This design comes from an exercise in tuning for small area and a short achievable clock period on the open sky130 flow, not from production work. RTL that was checked went through simulation tests only; none was proved equivalent to the original. Power figures rest on the tool's default switching activity, not on a simulated workload.

build 88:
## dadda_mul_top
module dadda_mul_top
(
    input  logic        clk,
    input  logic        arst_n,
    input  logic [31:0] a,
    input  logic [31:0] b,
    output logic [63:0] y
);
    logic bo0;
    logic bt0;
    logic bn0;
    logic bo1;
    logic bt1;
    logic bn1;
    logic bo2;
    logic bt2;
    logic bn2;
    logic bo3;
    logic bt3;
    logic bn3;
    logic bo4;
    logic bt4;
    logic bn4;
    logic bo5;
    logic bt5;
    logic bn5;
    logic bo6;
    logic bt6;
    logic bn6;
    logic bo7;
    logic bt7;
    logic bn7;
    logic bo8;
    logic bt8;
    logic bn8;
    logic bo9;
    logic bt9;
    logic bn9;
    logic bo10;
    logic bt10;
    logic bn10;
    logic bo11;
    logic bt11;
    logic bn11;
    logic bo12;
    logic bt12;
    logic bn12;
    logic bo13;
    logic bt13;
    logic bn13;
    logic bo14;
    logic bt14;
    logic bn14;
    logic bo15;
    logic bt15;
    logic bn15;
    logic pp1;
    logic pp2;
    logic pp3;
    logic pp4;
    logic pp5;
    logic pp6;
    logic pp7;
    logic pp8;
    logic pp9;
    logic pp10;
    logic pp11;
    logic pp12;
    logic pp13;
    logic pp14;
    logic pp15;
    logic pp16;
    logic pp17;
    logic pp18;
    logic pp19;
    logic pp20;
    logic pp21;
    logic pp22;
    logic pp23;
    logic pp24;
    logic pp25;
    logic pp26;
    logic pp27;
    logic pp28;
    logic pp29;
    logic pp30;
    logic pp31;
    logic pp32;
    logic pp33;
    logic ns34;
    logic pp35;
    logic pp36;
    logic pp37;
    logic pp38;
    logic pp39;
    logic pp40;
    logic pp41;
    logic pp42;
    logic pp43;
    logic pp44;
    logic pp45;
    logic pp46;
    logic pp47;
    logic pp48;
    logic pp49;
    logic pp50;
    logic pp51;
    logic pp52;
    logic pp53;
    logic pp54;
    logic pp55;
    logic pp56;
    logic pp57;
    logic pp58;
    logic pp59;
    logic pp60;
    logic pp61;
    logic pp62;
    logic pp63;
    logic pp64;
    logic pp65;
    logic pp66;
    logic pp67;
    logic ns68;
    logic pp69;
    logic pp70;
    logic pp71;
    logic pp72;
    logic pp73;
    logic pp74;
    logic pp75;
    logic pp76;
    logic pp77;
    logic pp78;
    logic pp79;
    logic pp80;
    logic pp81;
    logic pp82;
    logic pp83;
  ...
export LEC_CHECK = 0
export ABC_AREA = 1
export ABC_CLOCK_PERIOD_IN_PS = 22000
export CAP_MARGIN = 20
export CORE_MARGIN = 2
export CORE_UTILIZATION = 40
export CTS_BUF_LIST = sky130_fd_sc_hd__clkbuf_4 sky130_fd_sc_hd__clkbuf_8
export PLACE_DENSITY = 0.75
export SLEW_MARGIN = 20
export SYNTH_HIERARCHICAL = 1
export SYNTH_MINIMUM_KEEP_SIZE = 0
create_clock -name core_clock -period 22.0 [get_ports {clk}]
standard.sh (not shown) runs the stock make flow with config.mk's settings and CLKGATE_MAP_FILE= SYNTH_SCRIPT=/design/flow/synth_recipe.tcl, a recipe that flattens the netlist after the stock synthesis.
==> flow/flow/run.sh <==
#!/bin/bash
# standard layout with buf_2 port buffers, a clock tree without dummy loads, and the
# resizer's setup repair aiming for extra slack from placement to clock tree synthesis, for a little
# less after global routing, and for the plain constraints in the rest
set -euo pipefail
P="BUFFER_PORTS_ARGS=-buffer_cell sky130_fd_sc_hd__buf_2"
C="CTS_ARGS=-sink_clustering_enable -repair_clock_nets -dont_use_dummy_load -sink_clustering_size 30 -buf_list {sky130_fd_sc_hd__clkbuf_4 sky130_fd_sc_hd__clkbuf_8}"
bash standard.sh "$P" "$C" SETUP_SLACK_MARGIN=0 floorplan > standard_make_fp.log 2>&1
bash standard.sh "$P" "$C" SETUP_SLACK_MARGIN=14.3 cts > standard_make_cts.log 2>&1
bash standard.sh "$P" "$C" SETUP_SLACK_MARGIN=14.1 grt > standard_make_grt.log 2>&1
bash standard.sh "$P" "$C" SETUP_SLACK_MARGIN=0 finish > standard_make_finish.log 2>&1
Build 88: done, clean on timing, DRC and antenna
What build 16 does differently from build 88 at the input level:
-- flow/flow/run.sh --
<<< build 88, line 8
bash standard.sh "$P" "$C" SETUP_SLACK_MARGIN=0 floorplan > standard_make_fp.log 2>&1
bash standard.sh "$P" "$C" SETUP_SLACK_MARGIN=14.3 cts > standard_make_cts.log 2>&1
bash standard.sh "$P" "$C" SETUP_SLACK_MARGIN=14.1 grt > standard_make_grt.log 2>&1
bash standard.sh "$P" "$C" SETUP_SLACK_MARGIN=0 finish > standard_make_finish.log 2>&1
>>> build 16, line 8
bash standard.sh "$P" "$C" SETUP_SLACK_MARGIN=0 floorplan > standard_make_fp.log 2>&1
bash standard.sh "$P" "$C" SETUP_SLACK_MARGIN=13.9 cts > standard_make_cts.log 2>&1
bash standard.sh "$P" "$C" SETUP_SLACK_MARGIN=13.7 grt > standard_make_grt.log 2>&1
bash standard.sh "$P" "$C" SETUP_SLACK_MARGIN=0 finish > standard_make_finish.log 2>&1
[summary]
Build 16 against build 88: layout overhead on the synthesized area saw a decrease; worst setup slack saw a decrease; sequential share of layout area saw an increase.
On share of the core filled with cells: between build 88 and build 16, it ends up lower for build 16.
The higher sum of met3 wire segment lengths after detailed routing of build 88 and build 16 is in build 88.
### build 16 -> build 76
-- flow/flow/run.sh --
<<< build 16, line 8
bash standard.sh "$P" "$C" SETUP_SLACK_MARGIN=0 floorplan > standard_make_fp.log 2>&1
bash standard.sh "$P" "$C" SETUP_SLACK_MARGIN=13.9 cts > standard_make_cts.log 2>&1
bash standard.sh "$P" "$C" SETUP_SLACK_MARGIN=13.7 grt > standard_make_grt.log 2>&1
bash standard.sh "$P" "$C" SETUP_SLACK_MARGIN=0 finish > standard_make_finish.log 2>&1
>>> build 76, line 8
bash standard.sh "$P" "$C" SETUP_SLACK_MARGIN=0 floorplan > standard_make_fp.log 2>&1
bash standard.sh "$P" "$C" SETUP_SLACK_MARGIN=14.0 cts > standard_make_cts.log 2>&1
bash standard.sh "$P" "$C" SETUP_SLACK_MARGIN=13.8 grt > standard_make_grt.log 2>&1
bash standard.sh "$P" "$C" SETUP_SLACK_MARGIN=0 finish > standard_make_finish.log 2>&1
Notes after the runs:
- Build 76 vs. build 16: buffering stage count on the worst path with inverters included picked up an extra 2, final area picked up an extra 0.69%.
- Delta (build 76 minus build 16): clock distribution power about even; highest ir drop seen on vdd fell 2.9%; number of nets in the layout rose about 0.3%.
- Per the comparison of build 76 with build 16, fmax grew by about 0.75%, setup slack has increased, hold slack neither gained nor lost much, via count shows an increase of 114, total leakage power up 0.086 nW.
What build 63 does differently from build 76 at the input level:
-- flow/flow/run.sh --
<<< build 76, line 8
bash standard.sh "$P" "$C" SETUP_SLACK_MARGIN=0 floorplan > standard_make_fp.log 2>&1
bash standard.sh "$P" "$C" SETUP_SLACK_MARGIN=14.0 cts > standard_make_cts.log 2>&1
bash standard.sh "$P" "$C" SETUP_SLACK_MARGIN=13.8 grt > standard_make_grt.log 2>&1
bash standard.sh "$P" "$C" SETUP_SLACK_MARGIN=0 finish > standard_make_finish.log 2>&1
>>> build 63, line 8
bash standard.sh "$P" "$C" SETUP_SLACK_MARGIN=0 floorplan > standard_make_fp.log 2>&1
bash standard.sh "$P" "$C" SETUP_SLACK_MARGIN=14.2 cts > standard_make_cts.log 2>&1
bash standard.sh "$P" "$C" SETUP_SLACK_MARGIN=14.0 grt > standard_make_grt.log 2>&1
bash standard.sh "$P" "$C" SETUP_SLACK_MARGIN=0 finish > standard_make_finish.log 2>&1
--- outcome ---
- Per the final summary, build 63 finished and its layout is clean on timing, DRC and antenna.
- In the tables for build 76 and build 63, wire length reads higher with build 63.
- In build 63, sequential share of layout area is lower than in build 76.
- Build 63 against build 76; design area is up by a few percent.
- When build 63 is set beside build 76, its sum of internal, switching and leakage power turns out to be about 2.2% larger.
- Sort build 76 and build 63 by final clock period utilization by the worst path desc -> top: build 76
- Build 76 → build 63: share of the synthesized area in compound gates (AO/OA/AOI/OAI) essentially unchanged, utilization increased 1.6 points.
[inputs] build 51 vs build 63
-- flow/flow/run.sh --
<<< build 63, line 8
bash standard.sh "$P" "$C" SETUP_SLACK_MARGIN=0 floorplan > standard_make_fp.log 2>&1
bash standard.sh "$P" "$C" SETUP_SLACK_MARGIN=14.2 cts > standard_make_cts.log 2>&1
bash standard.sh "$P" "$C" SETUP_SLACK_MARGIN=14.0 grt > standard_make_grt.log 2>&1
bash standard.sh "$P" "$C" SETUP_SLACK_MARGIN=0 finish > standard_make_finish.log 2>&1
>>> build 51, line 8
bash standard.sh "$P" "$C" SETUP_SLACK_MARGIN=0 floorplan > standard_make_fp.log 2>&1
bash standard.sh "$P" "$C" SETUP_SLACK_MARGIN=14.1 cts > standard_make_cts.log 2>&1
bash standard.sh "$P" "$C" SETUP_SLACK_MARGIN=13.9 grt > standard_make_grt.log 2>&1
bash standard.sh "$P" "$C" SETUP_SLACK_MARGIN=0 finish > standard_make_finish.log 2>&1
Notes after the runs:
- Build 51 vs build 63 — number of cells on the critical path dropped 4.
- Critical path's slowest cell: sky130_fd_sc_hd__buf_2 -> build 51, sky130_fd_sc_hd__fa_1 -> build 63
- In terms of clock-cell share of area, build 63 and build 51 differ only marginally.
- Looking at last element of the critical path, the hy_q[23] result is from build 63; the hy_q[26] one comes from build 51.
- Number of violations reported at the end of detailed-routing iteration 0 on build 51 is ahead of build 63.
- Worst hold-check slack essentially unchanged between build 51 and build 63.
- Having completed the whole flow, build 51 delivered a layout that passed the timing, DRC and antenna checks.
No run of this note included a check of the RTL's function; only the layout flow was run.

========
Another version of the RTL of dadda_mul_top (not shown whole).
Size in the first run: roughly 130 I/O pins, roughly 26000 um^2 of cells after synthesis.
==> flow/config.mk <==
export PLATFORM = sky130hd
export DESIGN_NAME = dadda_mul_top
export DESIGN_NICKNAME = dadda_mul_top
export VERILOG_FILES = /design/flow/design.v
export SDC_FILE = /design/flow/constraint.sdc
export NUM_CORES = 4
export LEC_CHECK = 0
export ABC_AREA = 1
export ABC_CLOCK_PERIOD_IN_PS = 22000
export CAP_MARGIN = 20
export CORE_MARGIN = 2
export CORE_UTILIZATION = 40
export SLEW_MARGIN = 20
export SYNTH_HIERARCHICAL = 1
export SYNTH_MINIMUM_KEEP_SIZE = 0
==> flow/constraint.sdc <==
create_clock -name core_clock -period 22.0 [get_ports {clk}]
set_input_delay 4.4000 -clock core_clock [delete_from_list [all_inputs] [get_ports {clk}]]
set_output_delay 4.4000 -clock core_clock [all_outputs]
set_load 0.01 [all_outputs]
==> flow/flow/run.sh <==
#!/bin/bash
# standard layout with buf_2 port buffers and the resizer's setup repair aiming for extra slack
set -euo pipefail
bash standard.sh "BUFFER_PORTS_ARGS=-buffer_cell sky130_fd_sc_hd__buf_2" SETUP_SLACK_MARGIN=13.9 finish > standard_make.log 2>&1
The baseline finished with timing, DRC and antenna clean.
Edit:
Settings changed: CORE_UTILIZATION 40 to 55.
Routed wire length goes up by 0.43%.
Total power goes up by 2.0%.
Fmax goes down by 0.85%.
Edit:
==> flow/flow/run.sh (replaced) <==
#!/bin/bash
# standard layout with buf_2 port buffers; the resizer's setup repair aims for extra slack
# up to clock tree synthesis, and only for the plain constraints after global routing
set -euo pipefail
P="BUFFER_PORTS_ARGS=-buffer_cell sky130_fd_sc_hd__buf_2"
bash standard.sh "$P" SETUP_SLACK_MARGIN=13.9 cts > standard_make_cts.log 2>&1
bash standard.sh "$P" SETUP_SLACK_MARGIN=0 finish > standard_make_finish.log 2>&1
Settings changed: CORE_UTILIZATION 55 to 40.
Critical path depth came out lower by 2.
Global-route usage shrinks by 12 points.
Worst setup slack loses 0.055 ns.
Cell area shrinks by a few percent.
Die area increases by well over a third.
Edit:
==> flow/flow/run.sh (replaced) <==
#!/bin/bash
# standard layout with buf_2 port buffers and the resizer's setup repair aiming for extra slack
set -euo pipefail
bash standard.sh "BUFFER_PORTS_ARGS=-buffer_cell sky130_fd_sc_hd__buf_2" SETUP_SLACK_MARGIN=13.9 finish > standard_make.log 2>&1
Settings changed: CORE_UTILIZATION 40 to 70.
- The new run went through all stages and came out clean
- non-clock buffer count goes up by 49
- via count goes up by a little under a tenth
- power came out higher by a few percent
- die area fell by well over a third
- cell area rose by a few percent
- setup slack gains 0.096 ns
- synthesized cell count does not change
- sequential cell count does not change
Edit:
==> flow/flow/run.sh (replaced) <==
#!/bin/bash
# standard layout, with the resizer's setup repair aiming for extra slack
set -euo pipefail
bash standard.sh SETUP_SLACK_MARGIN=13.6 finish > standard_make.log 2>&1
Settings changed: CORE_UTILIZATION 70 to 40.
=>
- The new run completed without violations
- worst setup slack loses 0.24 ns
- count of clock-buffer cells in the layout came out lower by 2
- die area came out higher by well over a third
- critical path depth shrinks by 3
- hold slack degrades by 0.014 ns
- cell count went up by roughly a tenth
- global-route usage went down by 21 points
No run of this note included a check of the RTL's function; only the layout flow was run.

========
## run A
dadda_mul_top, a different RTL version from the one above (not shown whole).
For scale: ~2500 cells after synthesis, about 120 flip-flops.
## dadda_mul_top
module dadda_mul_top
(
    input  logic        clk,
    input  logic        arst_n,
    input  logic [31:0] a,
    input  logic [31:0] b,
    output logic [63:0] y
);
    logic bo0;
    logic bt0;
    logic bn0;
    logic bo1;
    logic bt1;
    logic bn1;
    logic bo2;
    logic bt2;
    logic bn2;
    logic bo3;
    logic bt3;
    logic bn3;
    logic bo4;
    logic bt4;
    logic bn4;
    logic bo5;
    logic bt5;
    logic bn5;
    logic bo6;
    logic bt6;
    logic bn6;
    logic bo7;
    logic bt7;
    logic bn7;
    logic bo8;
    logic bt8;
    logic bn8;
    logic bo9;
    logic bt9;
    logic bn9;
    logic bo10;
    logic bt10;
    logic bn10;
    logic bo11;
    logic bt11;
    logic bn11;
    logic bo12;
    logic bt12;
    logic bn12;
    logic bo13;
    logic bt13;
    logic bn13;
    logic bo14;
    logic bt14;
    logic bn14;
    logic bo15;
    logic bt15;
    logic bn15;
  ...
clock: 22.0 ns
lec_check: 0
abc_area: 1
abc_clock_period_in_ps: 22000
cap_margin: 20
core_margin: 2
core_utilization: 40
cts_buf_list: sky130_fd_sc_hd__clkbuf_4 sky130_fd_sc_hd__clkbuf_8
slew_margin: 20
synth_hierarchical: 1
synth_minimum_keep_size: 0
==> flow/flow/run.sh <==
#!/bin/bash
# standard layout with buf_2 port buffers, a clock tree without dummy loads, and the
# resizer's setup repair aiming for extra slack from placement to clock tree synthesis, for a little
# less after global routing, and for the plain constraints in the rest
set -euo pipefail
P="BUFFER_PORTS_ARGS=-buffer_cell sky130_fd_sc_hd__buf_2"
C="CTS_ARGS=-sink_clustering_enable -repair_clock_nets -dont_use_dummy_load -sink_clustering_size 30 -buf_list {sky130_fd_sc_hd__clkbuf_4 sky130_fd_sc_hd__clkbuf_8}"
bash standard.sh "$P" "$C" SETUP_SLACK_MARGIN=0 floorplan > standard_make_fp.log 2>&1
bash standard.sh "$P" "$C" SETUP_SLACK_MARGIN=14.1 cts > standard_make_cts.log 2>&1
bash standard.sh "$P" "$C" SETUP_SLACK_MARGIN=13.9 grt > standard_make_grt.log 2>&1
bash standard.sh "$P" "$C" SETUP_SLACK_MARGIN=0 finish > standard_make_finish.log 2>&1
Run A finished all stages; the layout is clean.
What run B does differently from run A at the input level:
==> flow/flow/run.sh <==
#!/bin/bash
# standard layout with buf_2 port buffers, a clock tree without dummy loads, and the
# resizer's setup repair aiming for extra slack up to clock tree synthesis
set -euo pipefail
P="BUFFER_PORTS_ARGS=-buffer_cell sky130_fd_sc_hd__buf_2"
C="CTS_ARGS=-sink_clustering_enable -repair_clock_nets -dont_use_dummy_load -sink_clustering_size 30 -buf_list {sky130_fd_sc_hd__clkbuf_4 sky130_fd_sc_hd__clkbuf_8}"
bash standard.sh "$P" "$C" SETUP_SLACK_MARGIN=13.9 cts > standard_make_cts.log 2>&1
bash standard.sh "$P" "$C" SETUP_SLACK_MARGIN=0 finish > standard_make_finish.log 2>&1
### Flow results
- Relative to run A, global-route usage decreased by 0.62 points in run B.
- Run B consumes less power than run A does.
- Area inside the core boundary came out exactly the same in run B and run A.
- The highest attainable clock frequency of run B falls short of that of run A by 2.4%.
- Utilization run A -> run B: down
- As far as initial antenna violation count goes, run A and run B are indistinguishable; the numbers are identical.
What run C does differently from run B at the input level:
==> flow/flow/run.sh <==
#!/bin/bash
# standard layout with buf_2 port buffers, a clock tree without dummy loads, and the
# resizer's setup repair aiming for extra slack from placement to clock tree synthesis, for a little
# less after global routing, and for the plain constraints in the rest
set -euo pipefail
P="BUFFER_PORTS_ARGS=-buffer_cell sky130_fd_sc_hd__buf_2"
C="CTS_ARGS=-sink_clustering_enable -repair_clock_nets -dont_use_dummy_load -sink_clustering_size 30 -buf_list {sky130_fd_sc_hd__clkbuf_4 sky130_fd_sc_hd__clkbuf_8}"
bash standard.sh "$P" "$C" SETUP_SLACK_MARGIN=0 floorplan > standard_make_fp.log 2>&1
bash standard.sh "$P" "$C" SETUP_SLACK_MARGIN=13.8 cts > standard_make_cts.log 2>&1
bash standard.sh "$P" "$C" SETUP_SLACK_MARGIN=13.6 grt > standard_make_grt.log 2>&1
bash standard.sh "$P" "$C" SETUP_SLACK_MARGIN=0 finish > standard_make_finish.log 2>&1
## What came out
As far as buffer depth of the longest clock path is concerned, run C and run B perform about the same. Run B and run C ended up with roughly the same detailed-route via count. Worst supply voltage drop on vdd: run C and run B compared, higher one is run C. On net total in the final layout, run C and run B are neck and neck. Run C: final hold slack is 13 ps higher than what run B reported. In the tables for run C and run B, area added between synthesis and finish reads lower with run C. Diff run B -> run C: post-route core utilization roughly the same, pin slew with the least headroom to its limit shrank by 59 ps, diode insertion count for antenna repair grew by 2, setup slack at placement now smaller.
Inputs modified between run C and run D:
==> flow/flow/run.sh <==
#!/bin/bash
# standard layout with buf_2 port buffers; the resizer's setup repair aims for extra slack
# up to clock tree synthesis, and only for the plain constraints after global routing
set -euo pipefail
P="BUFFER_PORTS_ARGS=-buffer_cell sky130_fd_sc_hd__buf_2"
bash standard.sh "$P" SETUP_SLACK_MARGIN=13.9 cts > standard_make_cts.log 2>&1
bash standard.sh "$P" SETUP_SLACK_MARGIN=0 finish > standard_make_finish.log 2>&1
==> comparison <==
Run D vs. run C: synthesis-to-layout area growth went up by 0.98 points. Of run C and run D, run D shows the lower post-route met1 wirelength, with run C above it. On number of nets in the layout, run C tracks run D almost exactly. Re clock network fraction of design power: run C was lower than run D. Comparing run C and run D, worst slew slack as a fraction of its limit is higher on run C. Against run C, power in run D came out worse. Run D was carried through to the last stage, and its layout satisfied the timing, DRC and antenna checks. Compared with run C, in run D sequential share of cell area stayed essentially flat; hold slack fell by 18 ps.
The inputs of run E differ from those of run D as listed below.
==> flow/flow/run.sh <==
#!/bin/bash
# standard layout with buf_2 port buffers, a clock tree without dummy loads, and the
# resizer's setup repair aiming for extra slack up to clock tree synthesis, for a little
# less after global routing, and for the plain constraints in the rest
set -euo pipefail
P="BUFFER_PORTS_ARGS=-buffer_cell sky130_fd_sc_hd__buf_2"
C="CTS_ARGS=-sink_clustering_enable -repair_clock_nets -dont_use_dummy_load -sink_clustering_size 30 -buf_list {sky130_fd_sc_hd__clkbuf_4 sky130_fd_sc_hd__clkbuf_8}"
bash standard.sh "$P" "$C" SETUP_SLACK_MARGIN=13.9 cts > standard_make_cts.log 2>&1
bash standard.sh "$P" "$C" SETUP_SLACK_MARGIN=13.7 grt > standard_make_grt.log 2>&1
bash standard.sh "$P" "$C" SETUP_SLACK_MARGIN=0 finish > standard_make_finish.log 2>&1
==> comparison <==
- On total routing usage reported by global routing, run E and run D are neck and neck.
- In terms of total routed wirelength, run D and run E differ only marginally.
- Where highest ir drop seen on vdd is concerned, run D is outperformed by run E.
- Sort run E and run D by fmax, descending, and run E comes first.
- [compare] base=run D new=run E: hold slack shows an increase of 7.3 ps, switching portion of total power shows an increase of 0.50 points.

separate check: timing with driven ports:
How much do the figures lean on ideal ports? The routed layouts below were timed once more, with nothing changed but the port constraints. Step 1, drivers: a clkbuf_16 drives clk and a buf_2 each remaining input, both assumed. Step 2 also shifts input and output timing later by t, the mid clock arrival at the registers, as if the neighbouring blocks saw the same clock. Slacks: no drivers / after step 1 / after step 2; pairs: no drivers / after step 1.
run | t, ns | setup slack, ns | latest minus earliest clock arrival (ns) | worst slew at a driven data input, ns
build 88 | 0.593 | 14.144 / 14.126 / 13.538 | 0.035 / 0.034 | 0.10
build 16 | 0.585 | 13.830 / 13.805 / 13.220 | 0.035 / 0.035 | 0.09
build 76 | 0.587 | 13.891 / 13.843 / 13.255 | 0.036 / 0.035 | 0.10
build 63 | 0.587 | 14.066 / 14.038 / 13.451 | 0.035 / 0.034 | 0.10
build 51 | 0.586 | 13.989 / 13.978 / 13.392 | 0.034 / 0.034 | 0.10
the first run of note 2 | 0.543 | 13.888 / 13.916 / 13.373 | 0.019 / 0.018 | 0.06
the second run of note 2 | 0.552 | 13.818 / 13.855 / 13.303 | 0.016 / 0.015 | 0.08
the third run of note 2 | 0.544 | 13.763 / 13.795 / 13.251 | 0.019 / 0.020 | 0.06
the fourth run of note 2 | 0.514 | 13.860 / 13.884 / 13.369 | 0.015 / 0.015 | 0.06
the fifth run of note 2 | 0.559 | 13.618 / 13.657 / 13.098 | 0.021 / 0.020 | 0.05
run A | 0.619 | 13.967 / 13.957 / 13.338 | 0.052 / 0.052 | 0.08
run B | 0.618 | 13.769 / 13.784 / 13.166 | 0.041 / 0.040 | 0.09
run C | 0.619 | 13.735 / 13.770 / 13.152 | 0.055 / 0.055 | 0.07
run D | 0.627 | 13.750 / 13.769 / 13.142 | 0.031 / 0.031 | 0.09
run E | 0.617 | 13.798 / 13.825 / 13.213 | 0.042 / 0.042 | 0.09
After both steps every run listed still meets setup and hold. The setup slack of build 76, which loses most, moves by -0.048 ns with the drivers and by -0.636 ns with both steps.
